Context: an optimization exercise on an open-source flow, tuned for small area and a short achievable clock period. The choices shown serve that exercise and are no tape-out recipe. Only simulation tests tie the RTL to the original design; equivalence was not proved. Power and IR drop assume default switching activity.

**flow/run.sh**
```bash
#!/bin/bash
# Own layout flow: the standard flow, step by step, with the standard
# synthesis unchanged. The only difference from the standard layout is that
# every input and output port is buffered with a plain buf_2 instead of the
# buffer cell buffer_ports would otherwise pick. Each step's full output goes
# to its own log file here; ORFS also keeps its per-step logs under orfs/logs.
set -euo pipefail
export BUFFER_PORTS_ARGS="-buffer_cell sky130_fd_sc_hd__buf_2"
for step in synth floorplan place cts route finish; do
  bash standard.sh "$step" > "$step.log" 2>&1
done
```
**constraint.sdc**
```tcl
create_clock -name core_clock -period 5.5 [get_ports {CPUbus}]
set_input_delay 1.1000 -clock core_clock [delete_from_list [all_inputs] [get_ports {CPUbus}]]
set_output_delay 1.1000 -clock core_clock [all_outputs]
set_load 0.01 [all_outputs]
```
**design.v**
```verilog
`default_nettype none
package timerPkg;
  localparam logic [1:0] HTRANS_IDLE   = 2'b00;
  localparam logic [1:0] HTRANS_BUSY   = 2'b01;
  localparam logic [1:0] HTRANS_NONSEQ = 2'b10;
  localparam logic [1:0] HTRANS_SEQ    = 2'b11;
  typedef logic [1:0] evSel;   
  typedef enum logic [1:0] {
    EDGE_NONE,
    EDGE_RISE,
    EDGE_FALL,
    EDGE_BOTH
  } edgeMode;
  typedef struct packed {
    evSel capSel;
    evSel cntSel;
    evSel stopSel;
    evSel startSel;
  } cmcReg;
  typedef struct packed {
    logic capChain;
    logic stopClears;
    logic startClears;
    logic centerAligned;
  } tmsReg;
  typedef struct packed {
    logic       lowActive;
    edgeMode    edgeSel;
    logic [1:0] filtCode;
  } evCfg;
  typedef logic [14:0] ecrReg;   
  typedef struct packed {
    logic ev0Detect;
    logic cmpMatchUp;
    logic periodMatchUp;
  } intReg;
endpackage
`default_nettype wire
`timescale 1ns/1ps
`default_nettype none
module timerTop (
  input  wire                       CPUbus,
  input  wire                       arstN,
  input  wire                       hSel,
  input  wire [32-1:0]        hAddr,
  input  wire [1:0]                 hTrans,
  input  wire                       hWrite,
  input  wire [32-1:0]       hWdata,
  input  wire                       hReady,
  input  wire [2:0]                 evnt,
  output logic [32-1:0]      hRdata,
  output logic                      hReadyOut,
  output logic                      hResp,
  output logic [2-1:0]  pwm,
  output logic                      intr
);
  logic        wrEn, rdEn;
  logic        accept;
  assign accept    = hSel && hReady && hTrans[1];
  assign hReadyOut = 1'b1;
  assign hResp     = 1'b0;
  always_ff @(posedge CPUbus or negedge arstN) begin
    if (!arstN) begin
      wrEn <= 1'b0;
      rdEn <= 1'b0;
    end else begin
      wrEn <= accept && hWrite;
      rdEn <= accept && !hWrite;
    end
  end
  logic [18:0] rdSel;
  logic [8:0]  rdSelHi;   
  always_ff @(posedge CPUbus) begin
    rdSel[0] <= hAddr[7:2] == 6'd0;
    rdSel[1] <= hAddr[7:2] == 6'd1;
    rdSel[2] <= hAddr[7:2] == 6'd2;
    rdSel[3] <= hAddr[7:2] == 6'd3;
    rdSel[4] <= hAddr[7:2] == 6'd4;
    rdSel[5] <= hAddr[7:2] == 6'd16;
    rdSel[6] <= hAddr[7:2] == 6'd17;
    rdSel[7] <= hAddr[7:2] == 6'd18;
    rdSel[8] <= hAddr[7:2] == 6'd19;
    rdSel[9]  <= hAddr[7:2] == 6'd6;
    rdSel[10] <= hAddr[7:2] == 6'd7;
    rdSel[11] <= hAddr[7:2] == 6'd8;
    rdSel[12] <= hAddr[7:2] == 6'd9;
    rdSel[13] <= hAddr[7:2] == 6'd10;
    rdSel[14] <= hAddr[7:2] == 6'd11;
    rdSel[15] <= hAddr[7:2] == 6'd12;
    rdSel[16] <= hAddr[7:2] == 6'd14;
    rdSel[17] <= hAddr[7:2] == 6'd5;
    rdSel[18] <= hAddr[7:2] == 6'd13;
    rdSelHi   <= {9{accept && !hWrite}} &
                 {hAddr[7:2] == 6'd19, hAddr[7:2] == 6'd18, hAddr[7:2] == 6'd17,
                  hAddr[7:2] == 6'd16, hAddr[7:2] == 6'd4,  hAddr[7:2] == 6'd3,
                  hAddr[7:2] == 6'd2,  hAddr[7:2] == 6'd1,  hAddr[7:2] == 6'd0};
  end
  logic wrTV, wrPR, wrPRSH, wrTRS, wrTMS, wrECR, wrCMC, wrIEC, wrISC, wrPLC;
  logic [1:0] wrCMP, wrCMPSH;
  assign wrTV   = wrEn && rdSel[0];
  assign wrPR   = wrEn && rdSel[1];
  assign wrPRSH = wrEn && rdSel[2];
  assign wrTRS  = wrEn && rdSel[17];
  assign wrTMS  = wrEn && rdSel[11];
  assign wrECR  = wrEn && rdSel[12];
  assign wrCMC  = wrEn && rdSel[13];
  assign wrIEC  = wrEn && rdSel[15];
  assign wrISC  = wrEn && rdSel[18];
  assign wrPLC  = wrEn && rdSel[16];
  assign wrCMP[0]   = wrEn && rdSel[5];
  assign wrCMPSH[0] = wrEn && rdSel[6];
  assign wrCMP[1]   = wrEn && rdSel[7];
  assign wrCMPSH[1] = wrEn && rdSel[8];
  logic [31:0] period, periodSh;
  logic [31:0] compare0, compare1, compareSh0, compareSh1;
  logic [7:0]  cmc;       
  logic [3:0]  tms;       
  logic [14:0] ecr;
  logic [2:0]  iec, isr, isrD;
  logic [1:0]  polarity;
  logic        running, countDown;
  logic [31:0] timerValue;
  logic [1:0]  capFull;
  logic [31:0] cap0, cap1;
  logic [1:0]  pwmState, pwmStateD, polarityD;
  logic        intrD;
  logic [2:0]  evEdge;
  for (genvar g = 0; g < 3; g++) begin : genEvent
    logic [2:0] holdCnt;
    logic [2:0] holdLen;
    logic       evFilt, evFiltDly;
    logic [1:0] filtCode, edgeSel;
    assign filtCode = ecr[5*g +: 2];
    assign edgeSel  = ecr[5*g+2 +: 2];
    always_comb begin
      case (filtCode)
        2'd0:    holdLen = 3'd0;
        2'd1:    holdLen = 3'd3;
        2'd2:    holdLen = 3'd5;
        default: holdLen = 3'd7;
      endcase
    end
    always_ff @(posedge CPUbus or negedge arstN) begin
      if (!arstN) begin
        holdCnt   <= '0;
        evFilt    <= 1'b0;
        evFiltDly <= 1'b0;
        evEdge[g] <= 1'b0;
      end else begin
        if (evnt[g] == evFilt) begin
          holdCnt <= '0;
        end else if (holdCnt == holdLen) begin
          evFilt  <= evnt[g];
          holdCnt <= '0;
        end else begin
          holdCnt <= holdCnt + 3'd1;
        end
        evFiltDly <= evFilt;
        evEdge[g] <= (evFilt ^ evFiltDly) && (evFilt ? edgeSel[0] : edgeSel[1]);
      end
    end
  end
  function automatic logic pickEvent(input logic [1:0] sel, input logic [2:0] ev);
    case (sel)
      2'd1:    pickEvent = ev[0];
      2'd2:    pickEvent = ev[1];
      2'd3:    pickEvent = ev[2];
      default: pickEvent = 1'b0;
    endcase
  endfunction
  logic evStart, evStop, evCount, evCapture;
  assign evStart   = pickEvent(cmc[1:0], evEdge);
  assign evStop    = pickEvent(cmc[3:2], evEdge);
  assign evCount   = pickEvent(cmc[5:4], evEdge);
  assign evCapture = pickEvent(cmc[7:6], evEdge);
  logic startReq, stopReq, timerClear, countEnable, step;
  assign startReq    = (wrTRS && hWdata[0]) || evStart;
  assign stopReq     = (wrTRS && hWdata[1]) || evStop;
  assign timerClear  = (wrTRS && hWdata[2]) || (startReq && tms[1]) || (stopReq && tms[2]);
  assign countEnable = (cmc[5:4] == 2'd0) || evCount;
  assign step        = running && countEnable;
  function automatic logic [1:0] cmpLtEq(input logic [31:0] a, input logic [31:0] b);
    logic [31:0] l, e;
    l = ~a & b;
    e = ~(a ^ b);
    for (int w = 1; w < 32; w = w * 2) begin
      for (int i = 0; i < 32; i = i + 2 * w) begin
        l[i] = l[i + w] | (e[i + w] & l[i]);
        e[i] = e[i + w] & e[i];
      end
    end
    cmpLtEq = {l[0], e[0]};
  endfunction
  logic periodMatch, zeroMatch, tvGePeriod, tvLtPeriod;
  logic [1:0] cmpMatch, tvGtCmp, tvLtCmp;
  assign {tvLtPeriod, periodMatch} = cmpLtEq(timerValue, period);
  assign {tvLtCmp[0], cmpMatch[0]} = cmpLtEq(timerValue, compare0);
  assign {tvLtCmp[1], cmpMatch[1]} = cmpLtEq(timerValue, compare1);
  assign tvGePeriod = !tvLtPeriod;
  assign tvGtCmp    = ~tvLtCmp & ~cmpMatch;
  assign zeroMatch  = ~|timerValue;
  logic xfer;   
  assign xfer = running && (countDown ? zeroMatch : periodMatch);
  logic [31:0] tvInc, tvDec, tvNext;
  logic        cdNext;
  always_comb begin
    for (int i = 0; i < 32; i++) begin
      tvInc[i] = timerValue[i] ^ (i == 0 ? 1'b1 :  (&(timerValue & ((32'd1 << i) - 32'd1) | ~((32'd1 << i) - 32'd1))));
      tvDec[i] = timerValue[i] ^ (i == 0 ? 1'b1 : ~(|(timerValue & ((32'd1 << i) - 32'd1))));
    end
  end
  always_comb begin
    cdNext = countDown;
    tvNext = timerValue;
    if (!tms[0]) begin
      cdNext = 1'b0;
      tvNext = tvGePeriod ? 32'd0 : tvInc;
    end else if (countDown) begin
      cdNext = !zeroMatch;
      tvNext = zeroMatch ? tvInc : tvDec;
    end else begin
      cdNext = tvGePeriod;
      tvNext = tvGePeriod ? tvDec : tvInc;
    end
  end
  logic cap1Wr;
  assign cap1Wr = evCapture && (tms[3] || capFull[0]);
  always_ff @(posedge CPUbus or negedge arstN) begin
    if (!arstN) begin
      running    <= 1'b0;
      timerValue <= '0;
      countDown  <= 1'b0;
      capFull    <= '0;
      pwm        <= '0;
      intr       <= 1'b0;
    end else begin
      if (startReq)     running <= 1'b1;
      else if (stopReq) running <= 1'b0;
      if (timerClear) begin
        timerValue <= '0;
        countDown  <= 1'b0;
      end else if (wrTV) begin
        timerValue <= hWdata;
      end else if (step) begin
        timerValue <= tvNext;
        countDown  <= cdNext;
      end
      if (evCapture)                         capFull[0] <= 1'b1;
      else if (rdEn && rdSel[3])      capFull[0] <= 1'b0;
      if (cap1Wr)                            capFull[1] <= 1'b1;
      else if (rdEn && rdSel[4])      capFull[1] <= 1'b0;
      pwm <= pwmStateD ^ polarityD;   
      intr <= intrD;
    end
  end
  assign pwmState  = pwm ^ polarity;
  assign polarityD = wrPLC ? hWdata[1:0] : polarity;
  always_comb begin
    for (int i = 0; i < 2; i++) begin
      pwmStateD[i] = pwmState[i];
      if (!running) begin
        pwmStateD[i] = tvGtCmp[i];
      end else if (countEnable) begin
        if (tms[0]) begin
          if (cmpMatch[i])                  pwmStateD[i] = !pwmState[i];
          else if (zeroMatch && countDown)  pwmStateD[i] = 1'b0;
        end else begin
          if (cmpMatch[i])                  pwmStateD[i] = 1'b1;
          else if (periodMatch)             pwmStateD[i] = 1'b0;
        end
      end
    end
  end
  always_ff @(posedge CPUbus) begin
    if (evCapture) cap0 <= timerValue;
    if (cap1Wr)    cap1 <= cap0;
  end
  always_ff @(posedge CPUbus or negedge arstN) begin
    if (!arstN) begin
      period     <= '0;
      periodSh   <= '0;
      compare0   <= '0;
      compare1   <= '0;
      compareSh0 <= '0;
      compareSh1 <= '0;
      cmc        <= '0;
      tms        <= '0;
      ecr        <= '0;
      iec        <= '0;
      polarity   <= '0;
      isr        <= '0;
    end else begin
      if (wrPR || (wrPRSH && !running)) period <= hWdata;
      else if (xfer)                    period <= periodSh;
      if (wrPRSH) periodSh <= hWdata;
      if (wrCMP[0] || (wrCMPSH[0] && !running)) compare0 <= hWdata;
      else if (xfer)                            compare0 <= compareSh0;
      if (wrCMPSH[0]) compareSh0 <= hWdata;
      if (wrCMP[1] || (wrCMPSH[1] && !running)) compare1 <= hWdata;
      else if (xfer)                            compare1 <= compareSh1;
      if (wrCMPSH[1]) compareSh1 <= hWdata;
      if (wrCMC) cmc      <= hWdata[7:0];
      if (wrTMS) tms      <= hWdata[3:0];
      if (wrECR) ecr      <= hWdata[14:0];
      if (wrIEC) iec      <= hWdata[2:0];
      if (wrPLC) polarity <= hWdata[1:0];
      isr <= isrD;
    end
  end
  assign isrD  = (isr & ~(wrISC ? hWdata[2:0] : 3'd0)) |
                 ({evEdge[0], running && !countDown && (|cmpMatch),
                   running && !countDown && periodMatch} & iec);
  assign intrD = |isrD;   
  logic [31:0] rdSmall;
  assign rdSmall = {30'd0, {2{rdSel[9]}}  & capFull}           |
                   {30'd0, {2{rdSel[10]}} & {countDown, running}} |
                   {28'd0, {4{rdSel[11]}} & tms}               |
                   {17'd0, {15{rdSel[12]}} & ecr}              |
                   {24'd0, {8{rdSel[13]}} & cmc}               |
                   {29'd0, {3{rdSel[14]}} & isr}               |
                   {29'd0, {3{rdSel[15]}} & iec}               |
                   {30'd0, {2{rdSel[16]}} & polarity};
  logic [31:0] rdWide;
  for (genvar b = 0; b < 32; b++) begin : genRd
    logic [8:0] sel;
    assign sel = (b < 16) ? rdSel[8:0] : rdSelHi;
    assign rdWide[b] = (sel[0] & timerValue[b]) | (sel[1] & period[b])     |
                       (sel[2] & periodSh[b])   | (sel[3] & cap0[b])       |
                       (sel[4] & cap1[b])       | (sel[5] & compare0[b])   |
                       (sel[6] & compareSh0[b]) | (sel[7] & compare1[b])   |
                       (sel[8] & compareSh1[b]);
  end
  assign hRdata = rdWide | rdSmall;
endmodule
`default_nettype wire
```
**standard.sh**
```bash
#!/bin/bash
# synth_recipe.tcl (not shown) runs the flow's synth.tcl, then flattens the netlist and writes it again
# the make line also repeats each setting of config.mk as NAME=value (left out here)
make -C /OpenROAD-flow-scripts/flow DESIGN_CONFIG=/design/flow/config.mk WORK_HOME=/design/flow/orfs CLKGATE_MAP_FILE= SYNTH_SCRIPT=/design/flow/synth_recipe.tcl "${@:-finish}"
```
**config.mk**
```make
export PLATFORM = sky130hd
export DESIGN_NAME = timerTop
export DESIGN_NICKNAME = timerTop
export VERILOG_FILES = /design/flow/design.v
export SDC_FILE = /design/flow/constraint.sdc
export NUM_CORES = 4
export LEC_CHECK = 0
export CAP_MARGIN = 20
export CORE_MARGIN = 2
export CORE_UTILIZATION = 50
export CTS_CLUSTER_DIAMETER = 80
export CTS_CLUSTER_SIZE = 24
export SETUP_SLACK_MARGIN = 2.5
export SLEW_MARGIN = 20
export TNS_END_PERCENT = 5
```
==> reports/metrics.sh <==
MULTI_INPUT_COMB_AREA_SQ_UM=10200
SYNTHTOLAYOUTAREAGROWTH_PCT=15.3
FMAX_GHz=0.281
ROOT_BUFFER='sky130_fd_sc_hd__clkbuf_16'
SYNTHCELLS=1903
CELLS_TRAVERSED_ALONG_THE_WORST_TIMING_PATH='inv_2, ha_4, or3b_4, or4_4, or4_4, o41a_1, or4b_1, a31oi_2, xnor2_1'
GP_ROUTABILITY_CONGESTION=0.937
CTS_MADE_BUFFERS=25
PLACEABLECOREAREA_SQ_UM=39700
RSZ_0062_RAISED_AFTER_GLOBAL_ROUTING='true'
FINAL.SETUP.TNS_NS=0
FINAL-HOLD-VIOLATION-COUNT=0
WORST_EP_REQUIRED_TIME_NS=6.02
CLOCK-SINKS=378
ANTENNA_VIOLATING_NETS_POST_ROUTE=0
CLOCK_TREE_FROM_TRITONCTS='yes'
CLK-INSERTION-DELAY-LATE_NS=0.60
CTS-ROOT-TO-SINK-BUFFERS=3
POWER.SHARE.CLOCK_PCT=18.4
YS_FF_LATCH=378
CLK_TRANSITION_REPORTED_PATHS_NS=0.09
SYNTH_SIMPLE_GATE_AREA_SHARE_PCT=11.4
MUXSHAREOFSYNTHAREA_PCT=12.6
P_INT_uW=6620
FILLERINSTANCES=3461
FINAL_NETS=2193
MAX_CAPACITANCE_VIOLATION_TOTAL=0
CTSHTREEMAXLEVEL=1
DIE_Y_MICRONS=205
ANTENNA_FOUND_INITIAL=0
INITIAL_CORE_UTIL_PCT=50.6
DIE_FOOTPRINT_SQ_UM=41800
ANTENNADIODECOUNT=0
GROUTE.USAGE.OVERALL_PCT=31.0
FIRST_GLOBAL_VIAS=16100
SETUP.WORST_PATH.START_CLASS='register'
AREA_SHARE_OF_XOR_XNOR_CELLS_IN_THE_SYNTHESIZED_DESIGN_PCT=0.741
YS.WARNINGS.COUNT=1
STATUS='timing/DRC/antenna clean'
POST_SYNTH_INSTANCE_AREA_SQ_UM=20100
SYNTH-ASYNC-RESET-RATIO_PCT=75.7
WORST_SLEW_PIN_SLEW_NS=1.13
CHIPWIDTH_MICRONS=205
WIRE_LENGTH_REPORTED_BY_THE_DETAILED_ROUTER_MM=65.6
DRT-PASS1-ITER-COUNT=6
SYN-MEAN-INSTANCE-AREA_SQ_UM=10.6
P_LEAK_uW=0.00926
TIMING.FINAL.SETUP_VIOLATIONS=0
IO_BUFFERS=81
UTILIZATION_PCT=58.3
CPMOSTUSEDCELL='sky130_fd_sc_hd__or4_4'
SEQCELLAREA_SQ_UM=9680
POST-ROUTE-CELL-AREA_SQ_UM=23200
TIMING.CRITICAL_PATH.ARRIVAL_NS=4.08
P_SW_uW=4520
PERIOD_SHARE_PCT=64.8
POST_SYNTH_NUM_CELL_TYPES=69
CP_SLOWEST_STAGE_DELAY_NS=0.56
FINAL_COMMON_CELL='sky130_fd_sc_hd__dfrtp_1'
GLOBAL_ROUTE_WIRE_LENGTH_BEFORE_REPAIR_MM=99.2
SYNTH.NET_COUNT=2086
HOLD_PATH.CLASS='reg -> reg'
YOSYS.AREA_SHARE.ADDER_PCT=6.78
TIMING.FINAL.MAX_SLEW_VIOLATIONS=0
SYNTH_COMPOUND_AREA_SHARE_PCT=17.2
SW_FRAC_OF_TOTAL_PCT=40.6
PWR-SHARE-COMB_PCT=42.3
TOTAL_POWER_uW=11100
SYNTH.YOSYS.SEQ_AREA_SHARE_PCT=47.9
END_KIND='register'
YOSYS_MOST_USED_DFF='sky130_fd_sc_hd__dfrtp_1'
PIN_COUNT=111
PERIOD_MINUS_SLACK_NS=3.56
SYNTH_ENABLE_FLOP_CELLS=64
SEQUENTIALPOWERSHARE_PCT=39.3
CRITICAL_PATH.SLOWEST_CELL='sky130_fd_sc_hd__o41a_1'
WL_PER_CELL_MICRONS=25.7
P_PER_AREA_nW_PER_UM2=480
ROUTE.VIAS.TOTAL=16700
VIASPERCELL=6.52
IRDROPWORSTVDD_mV=0.245
AREA_AFTER_DETAILED_PLACEMENT_SQ_UM=21000
GRT_OVERFLOW_TOTAL=0
FINAL.SETUP_SKEW_NS=0.0328
CRITICALPATHCATEGORY='reg -> reg'
LARGEST_FAMILY_OF_LOGIC_CELLS_BY_SYNTHESIZED_AREA='compound AO/OA/AOI/OAI gates'
DP_HPWL_MM=41.9
DRC=0
FIRST_ITER_VIOLATIONS=1881
TIMING.SLEW.HEADROOM_PCT=24.3
FRACTION_OF_FINAL_LAYOUT_CELLS_WITH_DRIVE_STRENGTH_GREATER_THAN_1_PCT=24.9
MAXIMUM_FANOUT_COUNT_ALONG_THE_CRITICAL_PATH=6
GRT_START_MAX_NET_PINS=132
TOP_LIBRARY_CELLS_BY_USAGE_IN_THE_LAYOUT_FILL_AND_TAPS_ASIDE='sky130_fd_sc_hd__dfrtp_1 (257), sky130_fd_sc_hd__nor2_1 (166), sky130_fd_sc_hd__a21oi_1 (160), sky130_fd_sc_hd__mux2_2 (132), sky130_fd_sc_hd__buf_4 (106)'
PLACEMENT_ROWS=73
==> per-layer routing <==
| metal | track usage [%] | wire [microns] |
|---|---|---|
| met5 | 0 | 0 |
| met4 | 10.5 | 2350 |
| met3 | 3.58 | 4450 |
| met2 | 51.4 | 31300 |
| met1 | 42.4 | 27600 |
==> power by group through the flow <==
stage               sequential (uW)  clock (uW)  combinational, uW
floorplan                      4050           0               2680
global placement               4420           0               3480
detailed placement             4430           0               3610
CTS                            4380        2070               3950
global route                   4440        2170               5190
finish                         4370        2050               4710
==> flip-flops by register name (all words and copies together), names as in the netlist, 15 cells and up <==
name        count
compareSh1     32
compare1       32
rdSel          19
compare0       32
cap0           32
ecr            15
compareSh0     32
period         32
cap1           32
periodSh       32
timerValue     32
==> cells by family after synthesis <==
logic type,after synthesis
multiplexers,237
adder cells (fa/ha/maj),109
buffers and inverters,163
flip-flops,378
XOR/XNOR,17
AND/OR/NAND/NOR,483
other,2
AO/OA/AOI/OAI,514
==> worst max-delay path, delay by kind of cell, from the launching register on <==
kind	cells	cell delay (ns)
AND/OR/NAND/NOR	4	1.91
XOR/XNOR	1	0.14
buffers and inverters	1	0.08
adder cells (fa/ha/maj)	1	0.13
AO/OA/AOI/OAI	2	0.79
flip-flops	1	0.43
==> stage by stage <==
| stage | worst slack (ns) | hold slack [ns] | instances |
|---|---|---|---|
| after global routing | 1.89 | 0.456 | 2554 |
| after detailed placement | 1.21 | 0.434 | 2413 |
| after CTS | 1.92 | 0.445 | 2477 |
| final | 1.94 | 0.447 | 2554 |
| after global placement | 1.27 | 0.428 | 2413 |
| after floorplan | 2.13 | 0.423 | 1903 |
==> final cells by class <==
type / instances / share of cell area (%)
clock buffers: 28 / 2.75
well taps: 525 / 2.83
flip-flops and latches: 378 / 41.8
multi-input cells: 1362 / 44.2
inverters: 36 / 0.729
repair buffers: 207 / 6.91
clock inverters: 18 / 0.847
==> final timing paths <==
kind	cells past startpoint	slack, ns	endpoint	startpoint
max reg2reg	9	1.94	pwm[1]	timerValue[0]
max	9	1.94	pwm[1]	timerValue[0]
max in group asynchronous	2	3.71	timerValue[6]	arstN
min reg2reg	1	0.45	evEdge[1]	genEvent[1].evFiltDly
min	1	0.45	evEdge[1]	genEvent[1].evFiltDly
min in group asynchronous	1	0.47	periodSh[26]	arstN
==> synthesized netlist by cell type, types with 14 or more instances <==
cell type                  number  area [sq um]
sky130_fd_sc_hd__o21ai_0       64           320
sky130_fd_sc_hd__edfxtp_1      64          1920
sky130_fd_sc_hd__a21oi_1      165           826
sky130_fd_sc_hd__xnor2_1       15           131
sky130_fd_sc_hd__a221oi_1      37           324
sky130_fd_sc_hd__a22oi_1       68           510
sky130_fd_sc_hd__a31oi_1       14          87.6
sky130_fd_sc_hd__dfrtp_1      286          7160
sky130_fd_sc_hd__nand4_1       35           219
sky130_fd_sc_hd__ha_1         109          1360
sky130_fd_sc_hd__mux2i_1      105          1050
sky130_fd_sc_hd__nor3_1        38           190
sky130_fd_sc_hd__a21o_1        27           203
sky130_fd_sc_hd__nand3_1       62           310
sky130_fd_sc_hd__buf_1         15          56.3
sky130_fd_sc_hd__clkbuf_1      94           353
sky130_fd_sc_hd__mux2_2       132          1490
sky130_fd_sc_hd__a22o_1        34           298
sky130_fd_sc_hd__nand2_1       87           327
sky130_fd_sc_hd__nor2_1       170           638
sky130_fd_sc_hd__a222oi_1      23           230
sky130_fd_sc_hd__nor4_1        17           106
sky130_fd_sc_hd__inv_1         35           131
sky130_fd_sc_hd__dfxtp_1       28           561
==> timing repair <==
action                     in CTS  in global routing
cloned                          2                  4
hold buffers                    0                  0
resized for setup              45                103
setup endpoints to repair     166                165
setup buffers                  16                 73
pin swaps                      14                 21

## afterwards: timing with drivers on the ports
No port has a modelled driver above. Below, the same layout with a new extraction and two added sets of constraints. Step 1 assumes that a clkbuf_16 drives the clock port and a buf_2 every other input. Step 2 adds t to the input delays and takes it off the output delays; t is the mean of the earliest and latest rising clock arrival at the registers after step 1. Input paths then give back, and output paths get back, about the clock's delay inside the block. Slacks: ideal / step 1 / step 2; pairs: ideal / step 1.
t, ns: 0.635
slack for setup (ns): 1.935 / 1.935 / 1.935
clock arrival spread, ns: 0.033 / 0.033
After both steps setup and hold are still met in this run. The setup slack of this run moves by 0.000 ns with the drivers and by 0.000 ns with both steps.
